Background: an optimization exercise with open tools, aiming at small area. Do not read the settings as production practice.
Function was checked by simulation only, so behaviour that the tests miss may differ from the original.
Power figures rest on the tool's default switching activity, not on a simulated workload.

[constraint.sdc]
create_clock -name core_clock -period 10.0 [get_ports {clk}]
set_input_delay 2.0000 -clock core_clock [delete_from_list [all_inputs] [get_ports {clk}]]
set_output_delay 2.0000 -clock core_clock [all_outputs]
set_load 0.01 [all_outputs]
[standard.sh]
#!/bin/bash
# synth_recipe.tcl (not shown) runs the flow's synth.tcl, then flattens the netlist and writes it again
# the make line also repeats each setting of config.mk as NAME=value (left out here)
make -C /OpenROAD-flow-scripts/flow DESIGN_CONFIG=/design/flow/config.mk WORK_HOME=/design/flow/orfs CLKGATE_MAP_FILE= SYNTH_SCRIPT=/design/flow/synth_recipe.tcl "${@:-finish}"
[design.v]
module lcd_hd44780_receiver #(
    parameter int unsigned POWER_CYCLES = 15000,
    parameter int unsigned CMD_CYCLES   = 37,
    parameter int unsigned CLEAR_CYCLES = 1520
) (
    input  logic       clk,
    input  logic       reset,
    input  logic       lcd_e,
    input  logic       lcd_rs,
    input  logic       lcd_rw,
    input  logic [3:0] lcd_d,
    output logic [3:0] lcd_d_out,
    output logic       lcd_d_oe,
    output logic       busy,
    output logic [6:0] ac,
    output logic       mode_4bit,
    output logic       display_on,
    output logic       cursor_on,
    output logic       blink_on,
    output logic       byte_valid,
    output logic       byte_rs,
    output logic [7:0] byte_data,
    output logic       protocol_err,
    input  logic [6:0] dbg_addr,
    output logic [7:0] dbg_char
);
    localparam int unsigned BMAX = (CLEAR_CYCLES > CMD_CYCLES) ? CLEAR_CYCLES : CMD_CYCLES;
    localparam int unsigned CMAX = (POWER_CYCLES > BMAX) ? POWER_CYCLES : BMAX;
    localparam int CW = $clog2(CMAX + 1);
    typedef enum logic [1:0] {S_PWR, S_BOOT, S_HI, S_LO} state_e;
    logic [2:0]       e_sync_q, rs_sync_q, rw_sync_q;
    logic [2:0][3:0]  d_sync_q;
    logic             e_s2, e_s3, rs_s2, rs_s3, rw_s2, rw_s3, fall;
    logic [3:0]       d_s3;
    state_e           state_q, state_d;
    logic [CW-1:0]    cnt_q, cnt_d;
    logic [3:0]       hi_nib_q, hi_nib_d;
    logic [6:0]       ac_q, ac_d;
    logic             id_q, id_d;
    logic [2:0]       dcb_q, dcb_d;
    logic             mode_q, mode_d, err_q, err_d;
    logic             bv_q, bv_d, brs_q, brs_d;
    logic [7:0]       bdata_q;
    logic             bseen_q;
    logic             acc;
    logic [7:0]       byte_w;
    logic             mem_we, mem_clr;
    logic             cnt_zero;
    assign e_s2   = e_sync_q[1];
    assign e_s3   = e_sync_q[2];
    assign rs_s2  = rs_sync_q[1];
    assign rs_s3  = rs_sync_q[2];
    assign rw_s2  = rw_sync_q[1];
    assign rw_s3  = rw_sync_q[2];
    assign d_s3   = d_sync_q[2];
    assign fall   = e_s3 & ~e_s2;
    assign byte_w = {hi_nib_q, d_s3};
    assign cnt_zero = (cnt_q == '0);
    assign busy = (state_q == S_PWR) || !cnt_zero;
    logic       ac_up;
    logic [6:0] ac_step;
    assign ac_up   = rs_s3 ? id_q : byte_w[2];
    assign ac_step = ac_q + {{6{~ac_up}}, 1'b1};
    always_comb begin
        state_d   = state_q;
        cnt_d     = cnt_zero ? cnt_q : cnt_q - CW'(1);
        hi_nib_d  = hi_nib_q;
        ac_d      = ac_q;
        id_d      = id_q;
        dcb_d     = dcb_q;
        mode_d    = mode_q;
        err_d     = err_q;
        bv_d      = 1'b0;
        brs_d     = brs_q;
        acc       = 1'b0;
        mem_we    = 1'b0;
        mem_clr   = 1'b0;
        unique case (state_q)
            S_PWR: begin
                if (cnt_zero) state_d = S_BOOT;
                if (fall) err_d = 1'b1;
            end
            S_BOOT: if (fall) begin
                if (rw_s3 || rs_s3 || !cnt_zero || !(d_s3 == 4'h3 || d_s3 == 4'h2)) begin
                    err_d = 1'b1;
                end else begin
                    cnt_d = CW'(CMD_CYCLES);
                    if (d_s3 == 4'h2) begin
                        state_d = S_HI;
                        mode_d  = 1'b1;
                    end
                end
            end
            S_HI: if (fall) begin
                state_d  = S_LO;
                hi_nib_d = d_s3;
                if (rw_s3 && rs_s3) err_d = 1'b1;
            end
            S_LO: if (fall) begin
                state_d = S_HI;
                if (rw_s3) begin
                    if (rs_s3) err_d = 1'b1;
                end else if (!cnt_zero) begin
                    err_d = 1'b1;
                end else begin
                    bv_d    = 1'b1;
                    brs_d   = rs_s3;
                    acc     = 1'b1;
                    cnt_d   = CW'(CMD_CYCLES);
                    if (rs_s3) begin
                        mem_we = 1'b1;
                        ac_d   = ac_step;
                    end else begin
                        priority casez (byte_w)
                            8'b1???????: ac_d = byte_w[6:0];
                            8'b01??????: ;
                            8'b001?????: if (byte_w[4]) err_d = 1'b1;
                            8'b0001????: if (!byte_w[3]) ac_d = ac_step;
                            8'b00001???: dcb_d = byte_w[2:0];
                            8'b000001??: id_d = byte_w[1];
                            8'b0000001?: begin
                                ac_d  = 7'd0;
                                cnt_d = CW'(CLEAR_CYCLES);
                            end
                            8'b00000001: begin
                                mem_clr = 1'b1;
                                ac_d    = 7'd0;
                                id_d    = 1'b1;
                                cnt_d   = CW'(CLEAR_CYCLES);
                            end
                            default: ;
                        endcase
                    end
                end
            end
        endcase
    end
    always_ff @(posedge clk) begin
        rs_sync_q <= {rs_sync_q[1:0], lcd_rs};
        rw_sync_q <= {rw_sync_q[1:0], lcd_rw};
        d_sync_q  <= {d_sync_q[1:0], lcd_d};
        hi_nib_q  <= hi_nib_d;
        if (acc && !reset) bdata_q <= byte_w;
        if (reset) begin
            e_sync_q  <= '0;
            state_q   <= S_PWR;
            cnt_q     <= CW'(POWER_CYCLES);
            ac_q      <= '0;
            id_q      <= 1'b1;
            dcb_q     <= '0;
            mode_q    <= 1'b0;
            err_q     <= 1'b0;
            bv_q      <= 1'b0;
            brs_q     <= 1'b0;
            bseen_q   <= 1'b0;
        end else begin
            e_sync_q  <= {e_sync_q[1:0], lcd_e};
            state_q   <= state_d;
            cnt_q     <= cnt_d;
            ac_q      <= ac_d;
            id_q      <= id_d;
            dcb_q     <= dcb_d;
            mode_q    <= mode_d;
            err_q     <= err_d;
            bv_q      <= bv_d;
            brs_q     <= brs_d;
            if (acc) bseen_q <= 1'b1;
        end
    end
    logic [127:0][7:0] ring_q;
    logic [6:0]        rot_q;         
    logic              pv_q;          
    logic [6:0]        pa_q;          
    logic [1:0]        clr_q;         
    logic              clearing;
    logic              slot;          
    logic [1:0]        slot_head;
    logic [7:0]        head_d;
    logic [3:0]        head_we;
    logic [6:0]        rd_pos;
    logic [7:0]        dbg_q;
    logic [7:0]        rd_d;
    assign clearing  = |clr_q;
    assign slot      = pv_q && (rot_q[4:0] == ~pa_q[4:0]);
    assign slot_head = pa_q[6:5] + rot_q[6:5] + 2'd1;
    assign head_d    = clearing ? 8'h20 : bdata_q;
    always_comb begin
        for (int k = 0; k < 4; k++) head_we[k] = clearing || (slot && slot_head == 2'(k));
    end
    always_ff @(posedge clk) begin
        rot_q <= rot_q + 7'd1;
        for (int i = 0; i < 128; i++) begin
            if (i % 32 == 0) ring_q[i] <= head_we[i / 32] ? head_d : ring_q[(i + 127) % 128];
            else             ring_q[i] <= ring_q[i - 1];
        end
        if (mem_we && !reset) begin
            pv_q <= 1'b1;
            pa_q <= ac_q;
        end else if (slot) begin
            pv_q <= 1'b0;
        end
        if (mem_clr && !reset) clr_q <= 2'b01;
        else if (rot_q[4:0] == 5'd31) clr_q <= {clr_q[0], 1'b0};
    end
    assign rd_pos = dbg_addr + rot_q;
    logic [127:0]      rd_sel;
    logic [7:0][42:0]  rd_n;
    logic [7:0]        rd_ring;
    always_comb begin
        for (int j = 0; j < 128; j++) rd_sel[j] = (rd_pos == 7'(j));
    end
    for (genvar b = 0; b < 8; b++) begin : g_rd
        for (genvar k = 0; k < 42; k++) begin : g_aoi
            lcd_aoi222 u_aoi (
                .a0(ring_q[3 * k][b]), .a1(ring_q[3 * k + 1][b]), .a2(ring_q[3 * k + 2][b]),
                .s0(rd_sel[3 * k]), .s1(rd_sel[3 * k + 1]), .s2(rd_sel[3 * k + 2]),
                .y(rd_n[b][k])
            );
        end
        assign rd_n[b][42] = ~((ring_q[126][b] & rd_sel[126]) | (ring_q[127][b] & rd_sel[127]));
        assign rd_ring[b] = ~&rd_n[b];
    end
    always_comb begin
        if (pv_q && dbg_addr == pa_q) rd_d = bdata_q;
        else if (clearing)            rd_d = 8'h20;
        else                          rd_d = rd_ring;
    end
    always_ff @(posedge clk) begin
        if (reset) dbg_q <= '0;
        else       dbg_q <= rd_d;
    end
    always_comb begin
        lcd_d_out = 4'h0;
        if (lcd_d_oe && !rs_s2) lcd_d_out = (state_q == S_LO) ? ac_q[3:0] : {busy, ac_q[6:4]};
    end
    assign lcd_d_oe     = rw_s2 & e_s2;
    assign ac           = ac_q;
    assign mode_4bit    = mode_q;
    assign display_on   = dcb_q[2];
    assign cursor_on    = dcb_q[1];
    assign blink_on     = dcb_q[0];
    assign byte_valid   = bv_q;
    assign byte_rs      = brs_q;
    assign byte_data    = bdata_q & {8{bseen_q}};
    assign protocol_err = err_q;
    assign dbg_char     = dbg_q;
endmodule
module lcd_aoi222 (
    input  logic a0, a1, a2, s0, s1, s2,
    output logic y
);
    assign y = ~((a0 & s0) | (a1 & s1) | (a2 & s2));
endmodule
[flow/run.sh]
#!/bin/bash
# The standard layout (the standard.sh, standard synthesis unchanged) with two changes:
# the port buffers are the smallest buffer cell, and clock tree synthesis clusters sinks under
# clkbuf_8 leaf buffers without dummy loads.
# Each tool's output goes to the ORFS logs under orfs/logs and to standard.log here.
set -euo pipefail
export BUFFER_PORTS_ARGS="-buffer_cell sky130_fd_sc_hd__buf_1"
export CTS_ARGS="-sink_clustering_enable -repair_clock_nets -sink_clustering_size 18 -sink_clustering_max_diameter 60 -buf_list sky130_fd_sc_hd__clkbuf_8 -dont_use_dummy_load"
bash standard.sh > standard.log 2>&1
[config.mk]
export PLATFORM = sky130hd
export DESIGN_NAME = lcd_hd44780_receiver
export DESIGN_NICKNAME = lcd_hd44780_receiver
export VERILOG_FILES = /design/flow/design.v
export SDC_FILE = /design/flow/constraint.sdc
export NUM_CORES = 4
export LEC_CHECK = 0
export CAP_MARGIN = 20
export CORE_MARGIN = 2
export CORE_UTILIZATION = 40
export CTS_BUF_LIST = sky130_fd_sc_hd__clkbuf_16
export CTS_CLUSTER_DIAMETER = 100
export CTS_CLUSTER_SIZE = 30
export SLEW_MARGIN = 20
export SYNTH_HIERARCHICAL = 1
==> impl_results.md, run 1 <==
* Clock share of power at 30.4%
* DP Worst Slack at 3.005 ns
* Met3 usage at 3.266%
* Mapped Cells at 2166
* Die Height at 278.3 um
* Max clock buf depth at 3
* CTS Buf Count at 76
* Layout cell share with drive strength beyond 1 at 4.676%
* Area delta synth->final at 7.789%
* Final Hold Viols at 0
* Max-Cap Viols at 0
* Drt drc at 0
* Post-synthesis xor/xnor area fraction at 1.106%
* WL per Instance at 24.88 um
* Vias per inst at 5.971
* Synth warnings at 7
* Initial antenna violation count at 1
* Htree depth at 3
* Peak Freq at 158.5 MHz
* Post-synthesis area per instance at 13.89 um^2
* Detail Placement HPWL at 57060 um
* Startpoint types: input pin
* Row cnt at 100
* Register area at 0.02249 mm^2
* Clock slew seen by the registers of the worst setup and hold paths at 0.10 ns
* Setup TNS Final at 0 ns
* Leak Pwr at 11.51 nW
* Worst Path Max Fanout at 16
* Crit path DAT at 6.91 ns
* Global route overflow at 0
* Initial DRC count at 3226
* Pins Over Slew Limit at 0
* Layout Skew at 0.09251 ns
* Synth unique cells at 55
* Hold_buf cts at 0
* Final period util at 63.09%
* Largest net degree at the start of global routing at 37
* Post-synth EDFFs at 19
* Pwr dens at 201.1 mW/mm^2
* Slew @ Worst Pin at 1.106 ns
* Complex-gate fraction of the synthesized area at 13.05%
* Buffer count from post-CTS setup fixing at 0
* Synth async-reset ratio at 0%
* N_diodes at 0
* Clk sink count at 1114
* Met2 usage at 30.91%
* Die X at 278.3 um
* Core ar. at 0.07445 mm^2
* Register area share after synthesis at 74.75%
* CTS Root Buffer Type: clkbuf_8
* Placed cells at 3160
* Primary FF master, synth: dfxtp_1
* WL final at 80510 um
* PnR worst setup slack at 3.691 ns
* Crit path required time at 10.60 ns
* Synth Area in Adders at 0.7984%
* Post-DP Area at 0.03139 mm^2
* Die area at 0.07743 mm^2
* Max transition margin at 25.57%
* Mapped Area at 0.03009 mm^2
* I/O Buffers at 51
* Fillcell total at 6631
* Maximum vdd drop at 0.1491 mV
* Final instance area at 0.03243 mm^2
* Final Power at 6.523 mW
* CP endpoint kind: flip-flop
* Antenna-violating nets left at 0
* Worst Hold Class: flip-flop to flip-flop
* Ports at 52
* Internal at 5.158 mW
* Starting Density at 40.42%
* Drt pass-1 iters at 14
* Status: finished clean
* Multi-input logic area at 0.007410 mm^2
* All-layer global routing usage at 20.26%
* First-pass GRT wire length at 119800 um
* P_sw at 1.364 mW
* Fin crit period at 6.309 ns
* CTS tree: built
* Reg power frac at 68.4%
* Hold WS at 0.2731 ns
* Util after Layout at 43.56%
* Switching fraction of total power at 20.92%
* Insertion delay to the later sink of the worst-skew pair at 0.74 ns
* Fin nets at 2303
* Detailed-route via count at 19320
* Finished Layout Cells at 3236
* Seq cells post-synth at 1114
* Routability cong. at 0.9303
* Mapped Nets at 2200
* Final setup viols at 0
* Vias in the first global route at 18740
* Post-synthesis mux area share at 1.630%
* Comb power frac at 1.2%
* RSZ-0062 raised after global routing: no
* CP Class: input pin to flip-flop
* Post-synthesis simple-gate area fraction at 8.005%
* GR peak layer: met2
* Post_cts resized at 0
* GRT met1 Usage at 29.01%
* Main combinational cell family by area after synthesis: compound AO/OA/AOI/OAI gates
Yosys stat by module (local to each module, per instance):
module,cells,area (um^2),flip-flops and latches
lcd_hd44780_receiver,1830,26720,1114
lcd_aoi222,1,10.01,0
cells by family after synthesis:
family	Yosys count
xor gates and xnor gates	38
adders and majority gates	18
and+or+nand+nor	475
muxes	49
DFF	1114
AOI/OAI and AO/OA	428
buffers and inverters	44
cells in the final DEF (no fill, tap or decap), drive strengths merged, types with 25 or more instances in the layout:
| cell type | netlist | layout |
|---|---|---|
| nand3 | 30 | 30 |
| nand4 | 84 | 84 |
| mux2i | 49 | 49 |
| nor2 | 210 | 210 |
| a222oi | 336 | 336 |
| nand2 | 48 | 48 |
| a21oi | 29 | 29 |
| o21ai | 25 | 25 |
| dfxtp | 1095 | 1095 |
| clkbuf | 23 | 77 |
| buf | 6 | 53 |
per-layer routing:
| layer | wire, um | share of wire [%] |
|---|---|---|
| met5 | 13 | 0.016 |
| met2 | 35130 | 44 |
| met1 | 36300 | 45 |
| met3 | 6606 | 8.2 |
| met4 | 2458 | 3.1 |
layout make-up:
type | count | area share, %
multi-input combinational | 1008 | 22.85
clock buffer | 76 | 3.225
sequential | 1114 | 69.35
inverter | 15 | 0.1736
timing repair buffer | 54 | 0.6636
tap | 969 | 3.738
state kept, by name (all words and copies together) (netlist names), 2 cells and up:
signal and cells:
pa_q 7, rw_sync_q 3, dcb_q 3, ac_q 7, cnt_q 14, e_sync_q 3
ring_q 1024, clr_q 2, hi_nib_q 4, rs_sync_q 3, dbg_q 8, rot_q 7
state_q 2, d_sync_q 12, bdata_q 8
cell usage after synthesis (19+ instances only):
library cell  instances  area [um^2]
nand3_1              30        150.1
xnor2_1              22        192.7
a21oi_1              29        145.1
clkbuf_1             23        86.33
nor4_1               22        137.6
nand4_1              84        525.5
dfxtp_1            1095        21920
a222oi_1            336         3363
edfxtp_1             19        570.6
o21ai_0              25        125.1
nand2_1              48        180.2
mux2i_1              49        490.5
nor2_1              197        739.5
power by group through the flow:
stage          Sequential [mW]  Clock, mW  Combinational [mW]
2_1_floorplan             4.56          0              0.0499
3_3_place_gp              4.56          0              0.0747
3_5_place_dp              4.56          0              0.0758
4_1_cts                   4.46       2.03              0.0763
5_1_grt                   4.46       2.18              0.0835
6_report                  4.46       1.98              0.0783
worst max-delay path, cell delays in order:
cell and delay [ns]:
buf_1 0.13, ha_1 0.25, fa_1 0.46, a211oi_2 0.36, nor2_1 0.13, nand4_1 0.15, and3_4 0.23, nand3b_1 0.62
nor2_1 0.39, a222oi_1 0.47, nand4_1 0.29, nor4_1 0.97, nand3_1 0.16, a21oi_1 0.16, o21ai_0 0.12
path summary, 6_finish.rpt:
kind	from	endpoint	slack (ns)	cells after the start
worst max-delay path	dbg_addr[0]	dbg_q[2]	3.69	15
worst min-delay path	ring_q[614]	ring_q[622]	0.27	0
worst max register to register	rot_q[0]	dbg_q[2]	4.71	14
worst min register to register	ring_q[614]	ring_q[622]	0.27	0
==> inputs of run 2 (changes only) <==
--- a/flow/run.sh
+++ b/flow/run.sh
@@ -7,3 +7,3 @@
 export BUFFER_PORTS_ARGS="-buffer_cell sky130_fd_sc_hd__buf_1"
-export CTS_ARGS="-sink_clustering_enable -repair_clock_nets -sink_clustering_size 18 -sink_clustering_max_diameter 60 -buf_list sky130_fd_sc_hd__clkbuf_8 -dont_use_dummy_load"
+export CTS_ARGS="-sink_clustering_enable -repair_clock_nets -sink_clustering_size 24 -sink_clustering_max_diameter 40 -buf_list sky130_fd_sc_hd__clkbuf_8 -dont_use_dummy_load"
 bash standard.sh > standard.log 2>&1
==> run 2 against run 1 <==
  * Combinational power about the same
  * Sequential share of layout area is 0.90 points lower
  * Maximum frequency is 1.7% higher
  * Clock power grew 16%
  * Global-route usage rose by 0.092 points
  * Via count up 1.2%
  * Worst setup slack better by 0.10 ns
  * Non-clock buffer count unchanged
  * Cell area rose by 1.3%
==> impl_results.md, run 2 <==
* Status: finished clean
* Detail Placement HPWL at 57060 um
* Antenna-violating nets left at 0
* Mapped Nets at 2200
* Hold path depth at 0
* Synth warnings at 7
* Pins Over Slew Limit at 0
* Most frequent cells in the layout: 1095 x dfxtp_1, 336 x a222oi_1, 197 x nor2_1
* Clk sink count at 1114
* Final Power at 6.834 mW
* Setup TNS Final at 0 ns
* FF-to-FF setup slack at 4.84 ns
* RSZ-0062 raised after global routing: no
* Peak Freq at 161.2 MHz
* CTS Buf Count at 107
* Crit path cell chain: buf_1 > ha_1 > fa_1 > a211oi_2 > nor2_1 > nand4_1 > and3_4 > nand3b_1 > nor2_1 > a222oi_1 > nand4_1 > nor4_1 > nand3_1 > a21oi_1 > o21ai_0
* Core ar. at 0.07445 mm^2
* Leading area contributor after synthesis: dfxtp_1
* Die Height at 278.3 um
* Largest net degree at the start of global routing at 37
* Layout Skew at 0.1272 ns
* Starting Density at 40.42%
* Max transition margin at 29.99%
* WL per Instance at 24.77 um
* Maximum vdd drop at 0.1252 mV
* Register area share after synthesis at 74.75%
* Placed cells at 3160
* I/O Buffers at 51
* Vias per inst at 5.983
* Row cnt at 100
* Drt drc at 0
* Initial DRC count at 3063
* N_diodes at 0
* Seq cells post-synth at 1114
* Crit path DAT at 6.84 ns
* Synth unique cells at 55
* Htree depth at 3
* WL final at 80910 um
* Final Hold Viols at 0
* CP Class: input pin to flip-flop
* Met3 usage at 4.206%
* Startpoint types: input pin
* Crit path required time at 10.64 ns
* Critical path buffers and inverters at 1
* Die area at 0.07743 mm^2
* Post-synth EDFFs at 19
* Yosys top cell area share at 72.86%
* GR peak layer: met2
* Finished Layout Cells at 3267
* Vias in the first global route at 19110
* Fillcell total at 6604
* Highest-delay cell along the critical path: nor4_1
* Worst Path Max Fanout at 16
* Mapped Cells at 2166
* R2r endpoint: dbg_q[2]
* Fin nets at 2334
* Main area contributors after synthesis: dfxtp_1 73%, a222oi_1 11%, nor2_1 2.5%
* Synth cell count leaders: 1095 x dfxtp_1, 336 x a222oi_1, 197 x nor2_1
* CTS Root Buffer Type: clkbuf_8
* Die X at 278.3 um
* Area delta synth->final at 9.207%
* Worst Hold Launch: ring_q[185]
* Met2 usage at 30.99%
* Mapped Area at 0.03009 mm^2
* Global route overflow at 0
* Clock slew seen by the registers of the worst setup and hold paths at 0.09 ns
* Post-DP Area at 0.03139 mm^2
* Final period util at 62.05%
* Initial antenna violation count at 2
* Synth async-reset ratio at 0%
* Hold WS at 0.2671 ns
* Insertion delay to the later sink of the worst-skew pair at 0.78 ns
* Hold_buf cts at 0
* Worst r2r path cells at 14
* First-pass GRT wire length at 120600 um
* Leak Pwr at 11.73 nW
* Slowest stage delay, CP at 0.92 ns
* FF-to-FF Start: rot_q[0]
* Detailed-route via count at 19550
* Largest register by flop count: ring_q
* Most common cell after layout, fill and taps aside: dfxtp_1
* Final instance area at 0.03286 mm^2
* Hold path endpoint: ring_q[193]
* Critical path's top delay family: simple AND/OR/NAND/NOR gates
* Post-synthesis area per instance at 13.89 um^2
* Drt pass-1 iters at 17
* Final setup viols at 0
* Flip-flop count of the largest register after layout at 1024
* Routability cong. at 0.9303
* CTS tree: built
* Layout cell share with drive strength beyond 1 at 5.962%
* GRT met1 Usage at 28.48%
* Buffer count from post-CTS setup fixing at 0
* Count leader, synth: dfxtp_1
* Fin crit period at 6.205 ns
* Pwr dens at 208.0 mW/mm^2
* CP endpoint kind: flip-flop
* Slew @ Worst Pin at 1.041 ns
* All-layer global routing usage at 20.35%
* Max-Cap Viols at 0
* Primary FF master, synth: dfxtp_1
* Worst Hold Class: flip-flop to flip-flop
* Ports at 52
* Max clock buf depth at 3
* Biggest regs: ring_q (1024), cnt_q (14), d_sync_q (12)
* Post_cts resized at 0
## run 2: layout make-up
cell class	count	area, um^2	share of cell area [%]
flip-flops and latches	1114	22490	68.45
multi-input cells	1008	7410	22.55
clock buffers	107	1473	4.482
well taps	969	1212	3.690
repair buffers	54	215.2	0.6550
inverters	15	56.30	0.1714
## run 2: power breakdown
part | switching, mW | internal [mW]
registers | 0.00762 | 4.45
logic | 0.0572 | 0.0212
clock network | 1.35 | 0.946
## run 2: worst max path at each step
stage,startpoint,endpoint,slack [ns],cells after the start
2_1_floorplan,dbg_addr[0],dbg_q[5],4.50,16
3_3_place_gp,dbg_addr[0],dbg_q[1],3.02,15
3_5_place_dp,dbg_addr[0],dbg_q[2],3.00,15
4_1_cts,dbg_addr[0],dbg_q[2],3.85,15
5_1_grt,dbg_addr[0],dbg_q[2],3.57,15
6_report,dbg_addr[0],dbg_q[2],3.80,15
## run 2: metal layers
| metal | part of all wire (%) | vias to the layer above |
|---|---|---|
| met5 | 0.016 | - |
| met4 | 3.4 | 2 |
| met3 | 8.6 | 189 |
| met2 | 43 | 1009 |
| met1 | 44 | 9679 |
| li1 | - | 8667 |
## run 2: cells by family after synthesis
| kind of cell | count (synthesis) | share of synthesized area [%] |
|---|---|---|
| mux | 49 | 1.630 |
| compound gates | 428 | 13.05 |
| buf+inv | 44 | 0.6612 |
| fa+ha+maj | 18 | 0.7984 |
| xor+xnor | 38 | 1.106 |
| flops | 1114 | 74.75 |
| simple gates | 475 | 8.005 |
## run 2: per-stage QoR
step / setup slack, ns / util (%)
floorplan: 4.502 / -
global placement: 3.018 / 42.15
detailed placement: 3.005 / 42.16
CTS: 3.851 / 44.14
global route: 3.569 / 44.14
finish: 3.795 / 44.14
## run 2: per-module statistics from Yosys, one instance, submodules excluded
module                copies in the design  area (um^2)  flip-flops and latches  cells inside
lcd_aoi222                             336        10.01                       0             1
lcd_hd44780_receiver                     1        26720                    1114          1830
==> inputs of run 3 (changes only) <==
--- a/flow/run.sh
+++ b/flow/run.sh
@@ -7,3 +7,3 @@
 export BUFFER_PORTS_ARGS="-buffer_cell sky130_fd_sc_hd__buf_1"
-export CTS_ARGS="-sink_clustering_enable -repair_clock_nets -sink_clustering_size 24 -sink_clustering_max_diameter 40 -buf_list sky130_fd_sc_hd__clkbuf_8 -dont_use_dummy_load"
+export CTS_ARGS="-sink_clustering_enable -repair_clock_nets -sink_clustering_size 40 -sink_clustering_max_diameter 50 -buf_list sky130_fd_sc_hd__clkbuf_16 -dont_use_dummy_load"
 bash standard.sh > standard.log 2>&1
==> run 3 against run 2 <==
  * Die area stayed put
  * Hold slack got worse by 0.011 ns
  * Still clean
  * Global-route usage grew 0.093 points
  * Highest routed layer is now met4
  * Utilization up 0.78 points
  * Non-clock buffer count unchanged
  * Wire length rose by 0.44%
  * First-iteration DRC count increased by 8.3%
  * Critical endpoint unchanged
  * Count of clock-buffer cells in the layout is 25 lower
  * Via count hardly changed
  * Synthesized cell count did not move
  * Clock power is 24% higher
==> impl_results.md, run 3 <==
* Status: finished clean
* Hold_buf cts at 0
* Detail Placement HPWL at 57060 um
* Detailed-route via count at 19560
* Mapped Area at 0.03009 mm^2
* Worst setup path end: dbg_q[2]
* Post-DP Area at 0.03139 mm^2
* Crit path cell chain: buf_1 > ha_1 > fa_1 > a211oi_2 > nor2_1 > nand4_1 > and3_4 > nand3b_1 > nor2_1 > a222oi_1 > nand4_1 > nor4_1 > nand3_1 > a21oi_1 > o21ai_0
* I/O Buffers at 51
* Drt pass-1 iters at 14
* Crit path DAT at 6.91 ns
* Die X at 278.3 um
* Largest net degree at the start of global routing at 37
* Max-Cap Viols at 0
* CP Class: input pin to flip-flop
* Setup TNS Final at 0 ns
* Mapped Nets at 2200
* Area delta synth->final at 11.14%
* Worst Hold Launch: ring_q[962]
* Synth cell count leaders: 1095 x dfxtp_1, 336 x a222oi_1, 197 x nor2_1
* Vias per inst at 6.033
* Synth unique cells at 55
* Final Power at 7.393 mW
* P_sw at 1.473 mW
* Core ar. at 0.07445 mm^2
* Maximum vdd drop at 0.1114 mV
* Vias in the first global route at 18960
* Ports at 52
* Die area at 0.07743 mm^2
* PnR worst setup slack at 3.601 ns
* Initial DRC count at 3316
* Max clock buf depth at 3
* Placed cells at 3160
* Layout cell share with drive strength beyond 1 at 4.927%
* Max transition margin at 24.04%
* DP Worst Slack at 3.005 ns
* Synth warnings at 7
* Fin nets at 2309
* Fin crit period at 6.399 ns
* Worst Hold Class: flip-flop to flip-flop
* Initial antenna violation count at 1
* Slowest stage delay, CP at 0.98 ns
* Htree depth at 3
* Flip-flop count of the largest register after layout at 1024
* Most common cell after layout, fill and taps aside: dfxtp_1
* Final Hold Viols at 0
* CTS Root Buffer Type: clkbuf_16
* Most frequent cells in the layout: 1095 x dfxtp_1, 336 x a222oi_1, 197 x nor2_1
* First-pass GRT wire length at 120900 um
* Starting Density at 40.42%
* Pwr dens at 221.1 mW/mm^2
* Global route overflow at 0
* Yosys top cell area share at 72.86%
* Row cnt at 100
* Main area contributors after synthesis: dfxtp_1 73%, a222oi_1 11%, nor2_1 2.5%
* Biggest regs: ring_q (1024), cnt_q (14), d_sync_q (12)
* CP endpoint kind: flip-flop
* Count leader, synth: dfxtp_1
* Crit path required time at 10.52 ns
* Largest register by flop count: ring_q
* Critical Path Start: dbg_addr[0]
* Register area share after synthesis at 74.75%
* Post-synthesis area per instance at 13.89 um^2
* Final instance area at 0.03344 mm^2
* Clock slew seen by the registers of the worst setup and hold paths at 0.10 ns
* Highest-delay cell along the critical path: nor4_1
* Clk sink count at 1114
* Internal at 5.920 mW
* Post-synth EDFFs at 19
* Comb power frac at 1.1%
* Multi-input logic area at 0.007410 mm^2
* Peak Freq at 156.3 MHz
* Primary FF master, synth: dfxtp_1
* Insertion delay to the later sink of the worst-skew pair at 0.66 ns
* Die Height at 278.3 um
* Leading area contributor after synthesis: dfxtp_1
* Buffer count from post-CTS setup fixing at 0
* Seq cells post-synth at 1114
* Routability cong. at 0.9303
* FF-to-FF setup slack at 4.75 ns
* Slew @ Worst Pin at 1.129 ns
* Pins Over Slew Limit at 0
* Layout Skew at 0.08934 ns
* WL final at 81270 um
* FF-to-FF Start: rot_q[0]
* Final setup viols at 0
* Final period util at 63.99%
* Clock share of power at 38.6%
* Post_cts resized at 0
* R2r endpoint: dbg_q[2]
* Startpoint types: input pin
* Finished Layout Cells at 3243
* Leak Pwr at 11.97 nW
* WL per Instance at 25.06 um
* Switching fraction of total power at 19.92%
* Drt drc at 0
* All-layer global routing usage at 20.44%
* Reg power frac at 60.4%
* CTS Buf Count at 82
* Synth async-reset ratio at 0%
* Worst r2r path cells at 14
* Worst Path Max Fanout at 16
* RSZ-0062 raised after global routing: no
* CTS tree: built
* Fillcell total at 6538
* Register area at 0.02249 mm^2
* Mapped Cells at 2166
* Antenna-violating nets left at 0
-- run 3: cell counts after synthesis --
No cell type changed its count.
-- run 3: cell type report --
| cell class | count | area share, % |
|---|---|---|
| timing repair buffer | 54 | 0.6436 |
| clock buffer | 82 | 6.136 |
| inverter | 15 | 0.1684 |
| tap | 969 | 3.626 |
| antenna | 1 | 0.007483 |
| multi-input combinational | 1008 | 22.16 |
| sequential | 1114 | 67.26 |
-- run 3: modules after synthesis (local to each module, per instance) --
module	area, um^2	copies in the design
lcd_hd44780_receiver	26720	1
lcd_aoi222	10.01	336
-- run 3: per-stage QoR --
| stage | hold WS [ns] | util, % |
|---|---|---|
| 2_1_floorplan | 0.3096 | - |
| 3_3_place_gp | 0.3100 | 42.15 |
| 3_5_place_dp | 0.3121 | 42.16 |
| 4_1_cts | 0.2661 | 44.91 |
| 5_1_grt | 0.2609 | 44.91 |
| 6_report | 0.2559 | 44.92 |
-- run 3: logic make-up (layout without fill, tap and decap cells) --
| kind of cell | count (synthesis) | count (layout) | synth area share [%] |
|---|---|---|---|
| AND/OR/NAND/NOR | 475 | 475 | 8.005 |
| AO/OA/AOI/OAI | 428 | 428 | 13.05 |
| flip-flops | 1114 | 1114 | 74.75 |
| multiplexers | 49 | 49 | 1.630 |
| other | 0 | 1 | 0 |
| XOR/XNOR | 38 | 38 | 1.106 |
| buffers and inverters | 44 | 151 | 0.6612 |
| adder cells (fa/ha/maj) | 18 | 18 | 0.7984 |
-- run 3: worst min path at each step --
stage,cells past startpoint,slack [ns],endpoint
detailed placement,0,0.31,d_sync_q[11]
finish,0,0.26,ring_q[970]
global placement,0,0.31,d_sync_q[8]
CTS,0,0.27,ring_q[970]
global route,0,0.26,ring_q[970]
floorplan,0,0.31,d_sync_q[10]
-- run 3: worst max-delay path: cells and delay by family --
family / cells / cell delay (ns)
AO/OA/AOI/OAI: 4 / 1.11
adder cells (fa/ha/maj): 2 / 0.69
buffers and inverters: 1 / 0.13
AND/OR/NAND/NOR: 8 / 2.94
-- run 3: routing by layer --
layer	GRT usage [%]	vias up	wire, um
met5	0	-	0
met4	7.803	0	2609
met3	3.400	159	6735
met2	31.49	1080	35890
met1	28.82	9699	36030
li1	-	8626	-
-- run 3: power by group through the flow --
stage | Combinational (mW) | Clock, mW | Sequential [mW]
after global placement | 0.0747 | 0 | 4.56
after detailed placement | 0.0758 | 0 | 4.56
after global routing | 0.0835 | 3.05 | 4.46
after CTS | 0.0764 | 2.90 | 4.46
final | 0.0787 | 2.85 | 4.46
after floorplan | 0.0499 | 0 | 4.56
==> inputs of run 4 (changes only) <==
==> run.sh (new file) <==
#!/bin/bash
# synth_recipe.tcl (not shown) runs the flow's synth.tcl, then flattens the netlist and writes it again
# the make line also repeats each setting of config.mk as NAME=value (left out here)
make -C /OpenROAD-flow-scripts/flow DESIGN_CONFIG=/design/flow/config.mk WORK_HOME=/design/flow/orfs CLKGATE_MAP_FILE= SYNTH_SCRIPT=/design/flow/synth_recipe.tcl finish
removed: flow/run.sh
removed: standard.sh
==> run 4 against run 3 <==
  * Worst setup slack lost 0.38 ns
  * Hold slack gained 0.083 ns
  * Utilization shrank 0.76 points
  * Cell area shrank 1.7%
  * Wire length shrank 1.0%
  * Via count shrank 1.6%
  * Count of clock-buffer cells in the layout shrank 37
  * Non-clock buffer count grew 1
  * First-iteration DRC count grew 2.5%
  * Clock power shrank 26%
  * Maximum frequency shrank 5.6%
  * Total power shrank 10%
==> impl_results.md, run 4 <==
* Status: finished clean
* Crit path DAT at 7.25 ns
* Slew @ Worst Pin at 1.154 ns
* WL final at 80430 um
* Fin crit period at 6.776 ns
* Register area share after synthesis at 74.75%
* Post-synthesis area per instance at 13.89 um^2
* Crit path required time at 10.47 ns
* Max transition margin at 22.33%
* Clock slew seen by the registers of the worst setup and hold paths at 0.11 ns
* Starting Density at 40.42%
* FF-to-FF Start: rot_q[1]
* Max-Cap Viols at 0
* Worst Hold Class: flip-flop to flip-flop
* Synth async-reset ratio at 0%
* Hold WS at 0.3386 ns
* Core ar. at 0.07445 mm^2
* Worst Hold Launch: d_sync_q[4]
* Antenna-violating nets left at 0
* Max clock buf depth at 3
* Mapped Cells at 2166
* Pwr dens at 202.2 mW/mm^2
* I/O Buffers at 51
* Startpoint types: input pin
* Largest register by flop count: ring_q
* Leading area contributor after synthesis: dfxtp_1
* Drt drc at 0
* Critical Path Start: dbg_addr[0]
* Initial antenna violation count at 0
* Largest net degree at the start of global routing at 37
* Die X at 278.3 um
* Clk sink count at 1114
* Global route overflow at 0
* Synth cell count leaders: 1095 x dfxtp_1, 336 x a222oi_1, 197 x nor2_1
* Buffer count from post-CTS setup fixing at 0
* Most common cell after layout, fill and taps aside: dfxtp_1
* Hold_buf cts at 0
* Mapped Area at 0.03009 mm^2
* Seq cells post-synth at 1114
* Fin nets at 2271
* Vias per inst at 5.993
* Worst Path Max Fanout at 16
* Mapped Nets at 2200
* Post-DP Area at 0.03170 mm^2
* Die area at 0.07743 mm^2
* CTS Root Buffer Type: clkbuf_16
* N_diodes at 0
* Final instance area at 0.03288 mm^2
* Most frequent cells in the layout: 1095 x dfxtp_1, 336 x a222oi_1, 197 x nor2_1
* Routability cong. at 0.9246
* First-pass GRT wire length at 119200 um
* Final Hold Viols at 0
* Layout Skew at 0.02602 ns
* Biggest regs: ring_q (1024), cnt_q (14), d_sync_q (12)
* Layout cell share with drive strength beyond 1 at 3.345%
* Post-synth EDFFs at 19
* Pins Over Slew Limit at 0
* Leak Pwr at 11.66 nW
* RSZ-0062 raised after global routing: no
* CP Class: input pin to flip-flop
* Count leader, synth: dfxtp_1
* Flip-flop count of the largest register after layout at 1024
* Synth warnings at 7
* Drt pass-1 iters at 15
* WL per Instance at 25.05 um
* Die Height at 278.3 um
* Insertion delay to the later sink of the worst-skew pair at 0.61 ns
* Htree depth at 2
* All-layer global routing usage at 20.12%
* Final setup viols at 0
* Vias in the first global route at 18490
* Final period util at 67.76%
* Yosys top cell area share at 72.86%
* Detail Placement HPWL at 57430 um
* Initial DRC count at 3399
* Fillcell total at 6542
* Area delta synth->final at 9.265%
* CP endpoint kind: flip-flop
* Ports at 52
* Maximum vdd drop at 0.1124 mV
* CTS tree: built
* Row cnt at 100
* CTS Buf Count at 43
* Primary FF master, synth: dfxtp_1
* Post_cts resized at 0
* Peak Freq at 147.6 MHz
* Main area contributors after synthesis: dfxtp_1 73%, a222oi_1 11%, nor2_1 2.5%
* Setup TNS Final at 0 ns
* Detailed-route via count at 19240
* Synth unique cells at 55
## run 4: final timing paths
| path | cells after the start | endpoint | slack, ns |
|---|---|---|---|
| setup / recovery | 15 | dbg_q[2] | 3.22 |
| hold / removal | 0 | d_sync_q[8] | 0.34 |
| setup reg to reg | 13 | dbg_q[4] | 4.69 |
| hold reg to reg | 0 | d_sync_q[8] | 0.34 |
## run 4: final cells by class
class	instances	area, um^2	area share (%)
Clock inverter	5	45.04	0.1370
Timing Repair Buffer	55	540.5	1.644
Multi-Input combinational cell	1008	7403	22.52
Clock buffer	45	1126	3.425
Sequential cell	1114	22490	68.41
Tap cell	969	1212	3.688
Inverter	15	56.30	0.1713
## run 4: where the power goes
part / leakage (nW) / internal, mW / switching, mW / total, mW
clock: 0.580 / 0.821 / 1.28 / 2.10
combinational: 2.08 / 0.0258 / 0.0574 / 0.0832
sequential: 9.00 / 4.45 / 0.00772 / 4.46
total: 11.7 / 5.30 / 1.35 / 6.65
## run 4: per-stage QoR
stage          setup WS [ns]  cells  util, %  power [mW]
3_3_place_gp           2.647   3161    42.59       4.641
2_1_floorplan          4.502   2166        -       4.609
3_5_place_dp           2.713   3161    42.59       4.643
5_1_grt                3.052   3211    44.16       6.860
4_1_cts                3.384   3211    44.16       6.695
6_report               3.224   3211    44.16       6.648
## run 4: cell families (layout without fill, tap and decap cells)
| logic type | after synthesis | count (layout) | share of synthesized area (%) |
|---|---|---|---|
| muxes | 49 | 49 | 1.630 |
| xor gates and xnor gates | 38 | 38 | 1.106 |
| and+or+nand+nor | 475 | 475 | 8.005 |
| buffers and inverters | 44 | 120 | 0.6612 |
| AOI/OAI and AO/OA | 428 | 428 | 13.05 |
| adders and majority gates | 18 | 18 | 0.7984 |
| DFF | 1114 | 1114 | 74.75 |
## run 4: routing by layer
layer  track usage [%]  vias up  routed length, um
met2             30.60      985              35160
met4             6.223        0               2455
met5                 0        -                  0
met3             3.501      133               6972
li1                  -     8574                  -
met1             29.17     9550              35840
## run 4: per-module statistics from Yosys, one instance, submodules excluded
module | cells | flops+latches
lcd_aoi222 | 1 | 0
lcd_hd44780_receiver | 1830 | 1114
## run 4: worst max-delay path, stage by stage
cell and delay [ns]:
clkdlybuf4s50_1 0.47, ha_1 0.26, fa_1 0.46, a211oi_2 0.36, nor2_1 0.14, nand4_1 0.16, and3_4 0.23, nand3b_1 0.62
nor2_1 0.33, a222oi_1 0.52, nand4_1 0.27, nor4_1 0.89, nand3_1 0.19, a21oi_1 0.19, o21ai_0 0.13
==> inputs of run 5 (changes only) <==
--- a/design.v
+++ b/design.v
@@ -173,3 +173,3 @@
     logic [6:0]        pa_q;          
-    logic [1:0]        clr_q;         
+    logic              clr_q;         
     logic              clearing;
@@ -182,3 +182,3 @@
     logic [7:0]        rd_d;
-    assign clearing  = |clr_q;
+    assign clearing  = clr_q;
     assign slot      = pv_q && (rot_q[4:0] == ~pa_q[4:0]);
@@ -189,4 +189,7 @@
     end
+    logic              clr_go;
+    assign clr_go = mem_clr && !reset;
     always_ff @(posedge clk) begin
-        rot_q <= rot_q + 7'd1;
+        if (clr_go) rot_q <= '0;
+        else        rot_q <= rot_q + 7'd1;
         for (int i = 0; i < 128; i++) begin
@@ -198,7 +201,7 @@
             pa_q <= ac_q;
-        end else if (slot) begin
+        end else if (slot || clr_go) begin
             pv_q <= 1'b0;
         end
-        if (mem_clr && !reset) clr_q <= 2'b01;
-        else if (rot_q[4:0] == 5'd31) clr_q <= {clr_q[0], 1'b0};
+        if (clr_go) clr_q <= 1'b1;
+        else if (rot_q[4:0] == 5'd31) clr_q <= 1'b0;
     end
==> run 5 against run 4 <==
  * Flip-flop and latch count shrank 1
  * Maximum frequency shrank 0.65%
  * Wire length grew 0.88%
  * Register-to-register slack lost 0.02 ns
  * Combinational power grew 42%
  * Total power grew 0.53%
  * First-iteration DRC count shrank 2.6%
  * Utilization is essentially flat
  * Non-clock buffer count shrank 1
  * Hold slack lost 0.0069 ns
  * Largest cell class unchanged
  * Sequential share of layout area is essentially flat
  * Clock power is essentially flat
==> impl_results.md, run 5 <==
* Initial antenna violation count at 2
* Status: finished clean
* Fin crit period at 6.820 ns
* Fillcell total at 6593
* Critical Path Start: dbg_addr[0]
* Starting Density at 40.40%
* Most frequent cells in the layout: 1094 x dfxtp_1, 336 x a222oi_1, 186 x nor2_1
* Clock slew seen by the registers of the worst setup and hold paths at 0.11 ns
* Layout Skew at 0.02200 ns
* Die X at 278.2 um
* Htree depth at 2
* Post-DP Area at 0.03167 mm^2
* Peak Freq at 146.6 MHz
* Global route overflow at 0
* Post-synth EDFFs at 19
* First-pass GRT wire length at 119600 um
* Die Height at 278.2 um
* Max-Cap Viols at 0
* Final period util at 68.20%
* Slew @ Worst Pin at 1.150 ns
* Buffer count from post-CTS setup fixing at 0
* Max transition margin at 23.10%
* Mapped Area at 0.03008 mm^2
* Row cnt at 100
* Post_cts resized at 0
* Startpoint types: input pin
* Most common cell after layout, fill and taps aside: dfxtp_1
* CTS Buf Count at 43
* Core ar. at 0.07445 mm^2
* Vias per inst at 6.038
* Maximum vdd drop at 0.1077 mV
* Final Hold Viols at 0
* Worst Hold Class: flip-flop to flip-flop
* Drt pass-1 iters at 14
* Ports at 52
* FF-to-FF Start: rot_q[0]
* Routability cong. at 0.9183
* Layout cell share with drive strength beyond 1 at 3.581%
* N_diodes at 0
* Clk sink count at 1113
* Largest register by flop count: ring_q
* Flip-flop count of the largest register after layout at 1024
* Worst Hold Launch: d_sync_q[0]
* Final instance area at 0.03284 mm^2
* Hold_buf cts at 0
* CTS Root Buffer Type: clkbuf_16
* Register area share after synthesis at 74.72%
* CP endpoint kind: flip-flop
* Post-synthesis area per instance at 13.94 um^2
* Vias in the first global route at 18470
* WL per Instance at 25.33 um
* Mapped Nets at 2192
* Final setup viols at 0
* Largest net degree at the start of global routing at 38
* WL final at 81130 um
* All-layer global routing usage at 20.25%
* Crit path DAT at 7.33 ns
* Synth warnings at 7
* Detail Placement HPWL at 57000 um
* Yosys top cell area share at 72.82%
* Worst Path Max Fanout at 16
* Crit path required time at 10.51 ns
* Max clock buf depth at 3
* Die area at 0.07740 mm^2
* Biggest regs: ring_q (1024), cnt_q (14), d_sync_q (12)
* Drt drc at 0
* Detailed-route via count at 19340
* Pins Over Slew Limit at 0
* Mapped Cells at 2158
* Main area contributors after synthesis: dfxtp_1 73%, a222oi_1 11%, nor2_1 2.3%
* CTS tree: built
* Pwr dens at 203.5 mW/mm^2
* Area delta synth->final at 9.202%
* Leak Pwr at 11.67 nW
* Synth unique cells at 65
* Primary FF master, synth: dfxtp_1
* Fin nets at 2263
* Insertion delay to the later sink of the worst-skew pair at 0.62 ns
* Initial DRC count at 3310
* CP Class: input pin to flip-flop
* I/O Buffers at 51
* Antenna-violating nets left at 0
* Synth cell count leaders: 1094 x dfxtp_1, 336 x a222oi_1, 186 x nor2_1
* Setup TNS Final at 0 ns
* Count leader, synth: dfxtp_1
* RSZ-0062 raised after global routing: no
* Synth async-reset ratio at 0%
* Leading area contributor after synthesis: dfxtp_1
* Seq cells post-synth at 1113
## run 5: cell types whose count changed after synthesis, moves of 7 or more
| cell | previous run | this run |
|---|---|---|
| o21ai_0 | 25 | 14 |
| a31oi_1 | 5 | 13 |
| nor2_1 | 197 | 186 |
| nand3_1 | 30 | 23 |
| mux2i_1 | 49 | 38 |
| a32oi_1 | 0 | 7 |
## run 5: per-layer routing
layer  vias to the layer above  wire, um  track usage [%]
li1                       8572         -                -
met1                      9670     36320            28.93
met4                         2      2626            6.514
met2                       967     34930            30.45
met3                       128      7195            4.424
met5                         -        61           0.5629
## run 5: cell families after synthesis
kind of cell    synth area share [%]
buf+inv                       0.7446
compound gates                 13.39
simple gates                   8.012
xor+xnor                       1.073
flops                          74.72
fa+ha+maj                     0.7987
mux                            1.265
## run 5: final timing paths
path,cells past startpoint,to,slack [ns]
max reg2reg,14,dbg_q[5],4.67
max,15,dbg_q[5],3.18
min reg2reg,0,d_sync_q[4],0.33
min,0,d_sync_q[4],0.33
## run 5: layout make-up
type	count	area (um^2)	area share (%)
clock inverter	5	42.54	0.1295
sequential	1113	22470	68.42
inverter	17	63.81	0.1943
clock buffer	45	1126	3.429
multi-input combinational	1000	7395	22.51
tap	969	1212	3.691
timing repair buffer	54	533.0	1.623
## run 5: power breakdown
part	leakage (nW)	total, mW	internal [mW]	switching [mW]
logic	2.09	0.118	0.0306	0.0870
clock network	0.586	2.11	0.823	1.28
registers	9.00	4.46	4.45	0.00873
total	11.7	6.68	5.30	1.38
## run 5: metrics by stage
stage / instances / hold slack (ns) / worst slack, ns / total power [mW] / util [%]
after floorplan: 2158 / 0.3096 / 4.673 / 4.628 / -
after global placement: 3153 / 0.3104 / 2.795 / 4.670 / 42.53
after detailed placement: 3153 / 0.3121 / 2.698 / 4.673 / 42.54
after CTS: 3203 / 0.3337 / 3.344 / 6.714 / 44.11
after global routing: 3203 / 0.3311 / 3.034 / 6.887 / 44.12
final: 3203 / 0.3317 / 3.180 / 6.683 / 44.12
## run 5: per-module statistics from Yosys, one instance, submodules excluded
module                cells inside  area [um^2]
lcd_hd44780_receiver          1822        26710
lcd_aoi222                       1        10.01
## run 5: critical path, stage by stage
cell and delay [ns]:
clkdlybuf4s50_1 0.45, ha_1 0.25, fa_1 0.41, a211o_1 0.33, nand2_1 0.18, o31ai_1 0.16, or2_2 0.36, nand3_1 0.61
nor2_1 0.40, a222oi_1 0.53, nand4_1 0.32, nor4_1 0.69, nand3_1 0.22, a211oi_1 0.35, nor3_2 0.06
==> inputs of run 6 (changes only) <==
==> flow/run.sh (new file) <==
#!/bin/bash
# The standard layout (the standard.sh, standard synthesis unchanged) with two changes:
# the port buffers are the smallest buffer cell, and clock tree synthesis clusters sinks under
# clkbuf_8 leaf buffers without dummy loads.
# Each tool's output goes to the ORFS logs under orfs/logs and to standard.log here.
set -euo pipefail
export BUFFER_PORTS_ARGS="-buffer_cell sky130_fd_sc_hd__buf_1"
export CTS_ARGS="-sink_clustering_enable -repair_clock_nets -sink_clustering_size 18 -sink_clustering_max_diameter 60 -buf_list sky130_fd_sc_hd__clkbuf_8 -dont_use_dummy_load"
bash standard.sh > standard.log 2>&1
==> standard.sh (new file) <==
#!/bin/bash
# synth_recipe.tcl (not shown) runs the flow's synth.tcl, then flattens the netlist and writes it again
# the make line also repeats each setting of config.mk as NAME=value (left out here)
make -C /OpenROAD-flow-scripts/flow DESIGN_CONFIG=/design/flow/config.mk WORK_HOME=/design/flow/orfs CLKGATE_MAP_FILE= SYNTH_SCRIPT=/design/flow/synth_recipe.tcl "${@:-finish}"
removed: run.sh
==> run 6 against run 5 <==
  * Count of clock-buffer cells in the layout increased by 28
  * Still clean on timing, DRC and antenna
  * Die area unchanged
  * Cell count increased by 0.84%
  * Worst setup slack improved by 0.30 ns
  * Largest cell class unchanged
==> impl_results.md, run 6 <==
* Post-DP Area at 0.03134 mm^2
* P_sw at 1.371 mW
* Count leader, synth: dfxtp_1
* WL final at 80940 um
* Hold_buf cts at 0
* DP Worst Slack at 3.082 ns
* Fin nets at 2293
* Largest register by flop count: ring_q
* Biggest regs: ring_q (1024), cnt_q (14), d_sync_q (12)
* RSZ-0062 raised after global routing: no
* Register area share after synthesis at 74.72%
* Synth cell count leaders: 1094 x dfxtp_1, 336 x a222oi_1, 186 x nor2_1
* Initial DRC count at 3445
* Drt pass-1 iters at 14
* CTS Root Buffer Type: clkbuf_8
* CP endpoint kind: flip-flop
* Multi-input logic area at 0.007382 mm^2
* Crit path DAT at 7.08 ns
* Pins Over Slew Limit at 0
* Comb power frac at 1.7%
* Synth unique cells at 65
* Initial antenna violation count at 5
* Leak Pwr at 11.49 nW
* Htree depth at 3
* Final period util at 65.15%
* Ports at 52
* Main area contributors after synthesis: dfxtp_1 73%, a222oi_1 11%, nor2_1 2.3%
* WL per Instance at 25.06 um
* Routability cong. at 0.9381
* All-layer global routing usage at 20.39%
* Internal at 5.134 mW
* Setup TNS Final at 0 ns
* Detailed-route via count at 19290
* Maximum vdd drop at 0.1032 mV
* Mapped Nets at 2192
* Fillcell total at 6615
* Mapped Area at 0.03008 mm^2
* Startpoint types: input pin
* Largest net degree at the start of global routing at 38
* CTS Buf Count at 73
* Synth warnings at 7
* Primary FF master, synth: dfxtp_1
* Row cnt at 100
* Switching fraction of total power at 21.08%
* Reg power frac at 68.5%
* Post-synthesis area per instance at 13.94 um^2
* Pwr dens at 201.0 mW/mm^2
* Crit path required time at 10.56 ns
* Leading area contributor after synthesis: dfxtp_1
* Peak Freq at 153.5 MHz
* Clk sink count at 1113
* Vias in the first global route at 18830
* Clock slew seen by the registers of the worst setup and hold paths at 0.11 ns
* I/O Buffers at 51
* Post_cts resized at 0
* Antenna-violating nets left at 0
* Die X at 278.2 um
* Yosys top cell area share at 72.82%
* Synth async-reset ratio at 0%
* Max clock buf depth at 3
* Mapped Cells at 2158
* Final instance area at 0.03236 mm^2
* Most frequent cells in the layout: 1094 x dfxtp_1, 336 x a222oi_1, 186 x nor2_1
* Drt drc at 0
* Most common cell after layout, fill and taps aside: dfxtp_1
* Fin crit period at 6.515 ns
* Final setup viols at 0
* Status: finished clean
* CP Class: input pin to flip-flop
* First-pass GRT wire length at 120100 um
* Layout cell share with drive strength beyond 1 at 4.696%
* Starting Density at 40.40%
* Buffer count from post-CTS setup fixing at 0
* Flip-flop count of the largest register after layout at 1024
* PnR worst setup slack at 3.485 ns
* FF-to-FF setup slack at 4.56 ns
* Layout Skew at 0.07636 ns
* Post-synth EDFFs at 19
* Max-Cap Viols at 0
* Seq cells post-synth at 1113
* Vias per inst at 5.972
* Worst Hold Class: flip-flop to flip-flop
* Core ar. at 0.07445 mm^2
* Detail Placement HPWL at 56720 um
* Clock share of power at 29.8%
* Worst Path Max Fanout at 16
* Area delta synth->final at 7.592%
* Final Hold Viols at 0
* Slew @ Worst Pin at 1.151 ns
* Max transition margin at 23.06%
* Global route overflow at 0
* CTS tree: built
* Die Height at 278.2 um
* Die area at 0.07740 mm^2
* Register area at 0.02247 mm^2
* Insertion delay to the later sink of the worst-skew pair at 0.71 ns
==> run 6: cell counts after synthesis <==
No cell type changed its count.
==> run 6: through the flow <==
| step | std cells | hold WS (ns) | power [mW] | util [%] |
|---|---|---|---|---|
| after floorplan | 2158 | 0.3096 | 4.628 | - |
| after global placement | 3153 | 0.3110 | 4.665 | 42.10 |
| after detailed placement | 3153 | 0.3121 | 4.667 | 42.10 |
| after CTS | 3226 | 0.3159 | 6.551 | 43.45 |
| after global routing | 3230 | 0.3142 | 6.734 | 43.47 |
| final | 3230 | 0.3161 | 6.505 | 43.47 |
==> run 6: routing by layer <==
layer,routed length [um],part of all wire (%),up-vias,track usage [%]
met1,36800,45,9558,29.42
met2,34290,42,982,30.08
met3,7085,8.8,143,4.072
li1,-,-,8605,-
met5,13,0.016,-,0
met4,2754,3.4,2,7.789
==> run 6: kinds of logic after synthesis <==
logic type                 synth area share (%)
buffers and inverters                    0.7446
DFF                                       74.72
AOI/OAI and AO/OA                         13.39
and+or+nand+nor                           8.012
adders and majority gates                0.7987
muxes                                     1.265
xor gates and xnor gates                  1.073
==> run 6: Yosys stat by module (local to each module, per instance) <==
| module | cells | area (um^2) |
|---|---|---|
| lcd_hd44780_receiver | 1822 | 26710 |
| lcd_aoi222 | 1 | 10.01 |
==> run 6: worst max-delay path, cell delays in order <==
cell	delay, ns
buf_1	0.11
ha_1	0.23
fa_1	0.41
a211o_1	0.33
a31o_1	0.24
a211oi_2	0.32
or2_2	0.20
or3_1	0.62
nor2_1	0.29
a222oi_1	0.77
nand4_1	0.28
nor4_1	0.86
nand3_1	0.16
a31oi_1	0.16
o21ai_0	0.08
==> run 6: cell type report <==
type,count,share of cell area (%)
Multi-Input combinational cell,1000,22.81
Clock buffer,73,3.105
Antenna cell,4,0.03093
Tap cell,969,3.747
Sequential cell,1113,69.44
Inverter,17,0.1972
Timing Repair Buffer,54,0.6650
==> run 6: worst paths after layout <==
kind / startpoint / end / cells after the start
max: dbg_addr[0] / dbg_q[2] / 15
min: ring_q[715] / ring_q[723] / 0
max reg2reg: rot_q[0] / dbg_q[2] / 14
min reg2reg: ring_q[715] / ring_q[723] / 0
==> run 6: power groups by stage <==
| stage | sequential (mW) | clock (mW) | combinational (mW) |
|---|---|---|---|
| after detailed placement | 4.56 | 0 | 0.107 |
| after floorplan | 4.56 | 0 | 0.0718 |
| after global placement | 4.56 | 0 | 0.105 |
| after CTS | 4.46 | 1.99 | 0.108 |
| final | 4.46 | 1.94 | 0.111 |
| after global routing | 4.46 | 2.16 | 0.118 |
==> inputs of run 7 (changes only) <==
--- a/design.v
+++ b/design.v
@@ -173,3 +173,3 @@
     logic [6:0]        pa_q;          
-    logic              clr_q;         
+    logic [1:0]        clr_q;         
     logic              clearing;
@@ -182,3 +182,3 @@
     logic [7:0]        rd_d;
-    assign clearing  = clr_q;
+    assign clearing  = |clr_q;
     assign slot      = pv_q && (rot_q[4:0] == ~pa_q[4:0]);
@@ -204,4 +204,4 @@
         end
-        if (clr_go) clr_q <= 1'b1;
-        else if (rot_q[4:0] == 5'd31) clr_q <= 1'b0;
+        if (clr_go) clr_q <= 2'b01;
+        else if (rot_q[4:0] == 5'd31) clr_q <= {clr_q[0], 1'b0};
     end
==> run 7 against run 6 <==
  * Wire length fell by 0.36%
  * Critical path depth fell by 1
  * Combinational power rose by 32%
  * Largest cell class unchanged
==> impl_results.md, run 7 <==
* Status: finished clean
* Pins Over Slew Limit at 0
* Final setup viols at 0
* Vias per inst at 5.958
* Die Height at 278.7 um
* Post-synth EDFFs at 19
* WL final at 80650 um
* Routability cong. at 0.9099
* Most frequent cells in the layout: 1095 x dfxtp_1, 336 x a222oi_1, 126 x nor2_1
* Synth cell count leaders: 1095 x dfxtp_1, 336 x a222oi_1, 127 x nor2_1
* Fin nets at 2311
* Register area share after synthesis at 74.49%
* Most common cell after layout, fill and taps aside: dfxtp_1
* Die X at 278.7 um
* Row cnt at 100
* Comb power frac at 2.2%
* Drt pass-1 iters at 13
* Slew @ Worst Pin at 1.201 ns
* Synth unique cells at 56
* Hold_buf cts at 0
* CP Class: input pin to flip-flop
* Maximum vdd drop at 0.1110 mV
* Critical path buffers and inverters at 1
* Finished Layout Cells at 3245
* Largest net degree at the start of global routing at 45
* Antenna-violating nets left at 0
* Crit path cell chain: buf_1 > ha_1 > fa_1 > a211o_2 > a31o_2 > a211oi_1 > or2_2 > nor3_1 > a222oi_1 > nand4_1 > nor4_1 > nand3_1 > a22oi_1 > o21ai_2
* Placed cells at 3167
* Count leader, synth: dfxtp_1
* Max-Cap Viols at 0
* Post_cts resized at 0
* Biggest regs: ring_q (1024), cnt_q (14), d_sync_q (12)
* Clk sink count at 1114
* All-layer global routing usage at 20.06%
* Setup TNS Final at 0 ns
* Initial DRC count at 3182
* WL per Instance at 24.85 um
* Mapped Cells at 2176
* P_sw at 1.406 mW
* Crit path DAT at 7.12 ns
* Final instance area at 0.03265 mm^2
* Switching fraction of total power at 21.43%
* Yosys top cell area share at 72.60%
* Main area contributors after synthesis: dfxtp_1 73%, a222oi_1 11%, edfxtp_1 1.9%
* Peak Freq at 152.9 MHz
* Layout cell share with drive strength beyond 1 at 5.846%
* Layout Skew at 0.07418 ns
* Reg power frac at 68.0%
* Detail Placement HPWL at 57670 um
* Detailed-route via count at 19330
* Worst Hold Class: flip-flop to flip-flop
* Max clock buf depth at 3
* Highest-delay cell along the critical path: or2_2
* CTS Root Buffer Type: clkbuf_8
* Leak Pwr at 11.61 nW
* Largest register by flop count: ring_q
* Buffer count from post-CTS setup fixing at 0
* I/O Buffers at 51
* Htree depth at 3
* Final Power at 6.563 mW
* Util after Layout at 43.78%
* Die area at 0.07770 mm^2
* Mapped Area at 0.03019 mm^2
* Vias in the first global route at 18570
* Slowest stage delay, CP at 0.87 ns
* Starting Density at 40.49%
* Fin crit period at 6.538 ns
* Pwr dens at 201.0 mW/mm^2
* Flip-flop count of the largest register after layout at 1024
* Synth async-reset ratio at 0%
* Drt drc at 0
* CTS Buf Count at 74
* CP endpoint kind: flip-flop
* Max transition margin at 19.32%
* CTS tree: built
* Crit path required time at 10.58 ns
* Critical path's top delay family: simple AND/OR/NAND/NOR gates
* Global route overflow at 0
* Initial antenna violation count at 3
* Internal at 5.156 mW
* Clock slew seen by the registers of the worst setup and hold paths at 0.11 ns
* Post-DP Area at 0.03155 mm^2
* Synth warnings at 7
* Clock share of power at 29.8%
* Seq cells post-synth at 1114
* Startpoint types: input pin
* First-pass GRT wire length at 118700 um
* RSZ-0062 raised after global routing: no
* Primary FF master, synth: dfxtp_1
* Ports at 52
* Area delta synth->final at 8.118%
* Final Hold Viols at 0
* Leading area contributor after synthesis: dfxtp_1
* Final period util at 65.38%
* Core ar. at 0.07457 mm^2
* Worst Path Max Fanout at 44
* Mapped Nets at 2210
* Insertion delay to the later sink of the worst-skew pair at 0.70 ns
* Post-synthesis area per instance at 13.88 um^2
[run 7: changes by cell type in the layout (fill, tap and decap cells not counted), sizes merged, moves of 4 or more]
cell	change
nor3	+86
or3	-6
and4	-4
a22oi	+8
buf	+12
a31oi	-9
a32oi	-7
nor2	-69
a21oi	-4
mux2i	+14
[run 7: through the flow]
stage               hold WS [ns]  worst slack [ns]
floorplan                 0.3096             4.556
global placement          0.3121             2.697
detailed placement        0.3132             2.850
CTS                       0.2496             3.589
global route              0.2480             3.430
finish                    0.2501             3.462
[run 7: final cells by class]
cell class	instances	area, um^2
Antenna cell	1	2.502
Clock buffer	74	1018
Fill cell	6756	41930
Inverter	15	56.30
Multi-Input combinational cell	1006	7569
Sequential cell	1114	22490
Tap cell	969	1212
Timing Repair Buffer	66	295.3
[run 7: worst reg2reg max path: stages, from the launching register on]
cell      delay, ns
dfxtp_1        0.37
ha_1           0.23
fa_1           0.41
a211o_2        0.35
a31o_2         0.24
a211oi_1       0.39
or2_2          0.87
nor3_1         0.44
a222oi_1       0.62
nand4_1        0.28
nor4_1         0.73
nand3_1        0.15
a22oi_1        0.23
o21ai_2        0.08
[run 7: Yosys stat by module (local to each module, per instance)]
module	cells	flops+latches	times used
lcd_aoi222	1	0	336
lcd_hd44780_receiver	1840	1114	1
[run 7: worst paths after layout]
| kind | startpoint | to | slack [ns] | cells past startpoint |
|---|---|---|---|---|
| max | dbg_addr[0] | dbg_q[1] | 3.46 | 14 |
| min | d_sync_q[0] | d_sync_q[4] | 0.25 | 0 |
| max reg2reg | rot_q[0] | dbg_q[1] | 4.53 | 13 |
| min reg2reg | d_sync_q[0] | d_sync_q[4] | 0.25 | 0 |
[run 7: cell families after synthesis]
kind of cell / count (synthesis) / synth area share [%]
AOI/OAI and AO/OA: 425 / 13.17
xor gates and xnor gates: 36 / 1.044
adders and majority gates: 18 / 0.7956
buffers and inverters: 56 / 0.7169
DFF: 1114 / 74.49
muxes: 52 / 1.724
and+or+nand+nor: 475 / 8.060
[run 7: power by group through the flow]
stage / Combinational [mW] / Sequential, mW / Clock (mW)
6_report: 0.146 / 4.46 / 1.95
5_1_grt: 0.152 / 4.47 / 2.16
3_3_place_gp: 0.134 / 4.57 / 0
2_1_floorplan: 0.0862 / 4.56 / 0
3_5_place_dp: 0.138 / 4.57 / 0
4_1_cts: 0.138 / 4.46 / 2.00
[run 7: routing by layer]
metal / up-vias / wire length [um] / GRT usage [%]
li1: 8701 / - / -
met1: 9574 / 36280 / 28.56
met2: 908 / 34980 / 30.53
met3: 151 / 7131 / 4.518
met4: 0 / 2269 / 5.776
met5: - / 0 / 0

## afterwards: timing with drivers on the ports
The results above use ideal ports. As a check the final layouts listed here were re-extracted and re-timed, cells and wires unchanged.
Step 1 assumes that a clkbuf_16 drives the clock port and a buf_2 every other input.
Step 2 adds t to the input delays and takes it off the output delays; t is the mean of the earliest and latest rising clock arrival at the registers after step 1. Input paths then give back, and output paths get back, about the clock's delay inside the block.
a / b / c = ideal / step 1 / step 2; a / b = the first two.
| run | t (ns) | slack for setup (ns) | worst register clock-pin slew, ns |
|---|---|---|---|
| run 1 | 0.746 | 3.691 / 3.727 / 2.981 | 0.11 / 0.11 |
| run 2 | 0.770 | 3.795 / 3.832 / 3.062 | 0.10 / 0.10 |
| run 3 | 0.682 | 3.601 / 3.643 / 2.961 | 0.10 / 0.10 |
| run 4 | 0.664 | 3.224 / 3.256 / 2.592 | 0.11 / 0.11 |
| run 5 | 0.676 | 3.180 / 3.221 / 2.544 | 0.11 / 0.11 |
| run 6 | 0.734 | 3.485 / 3.513 / 2.779 | 0.12 / 0.12 |
| run 7 | 0.729 | 3.462 / 3.502 / 2.773 | 0.12 / 0.12 |
After both steps every run listed still meets setup and hold. For run 2, which loses most, drivers alone change the setup slack by +0.037 ns; drivers and shift together by -0.733 ns.
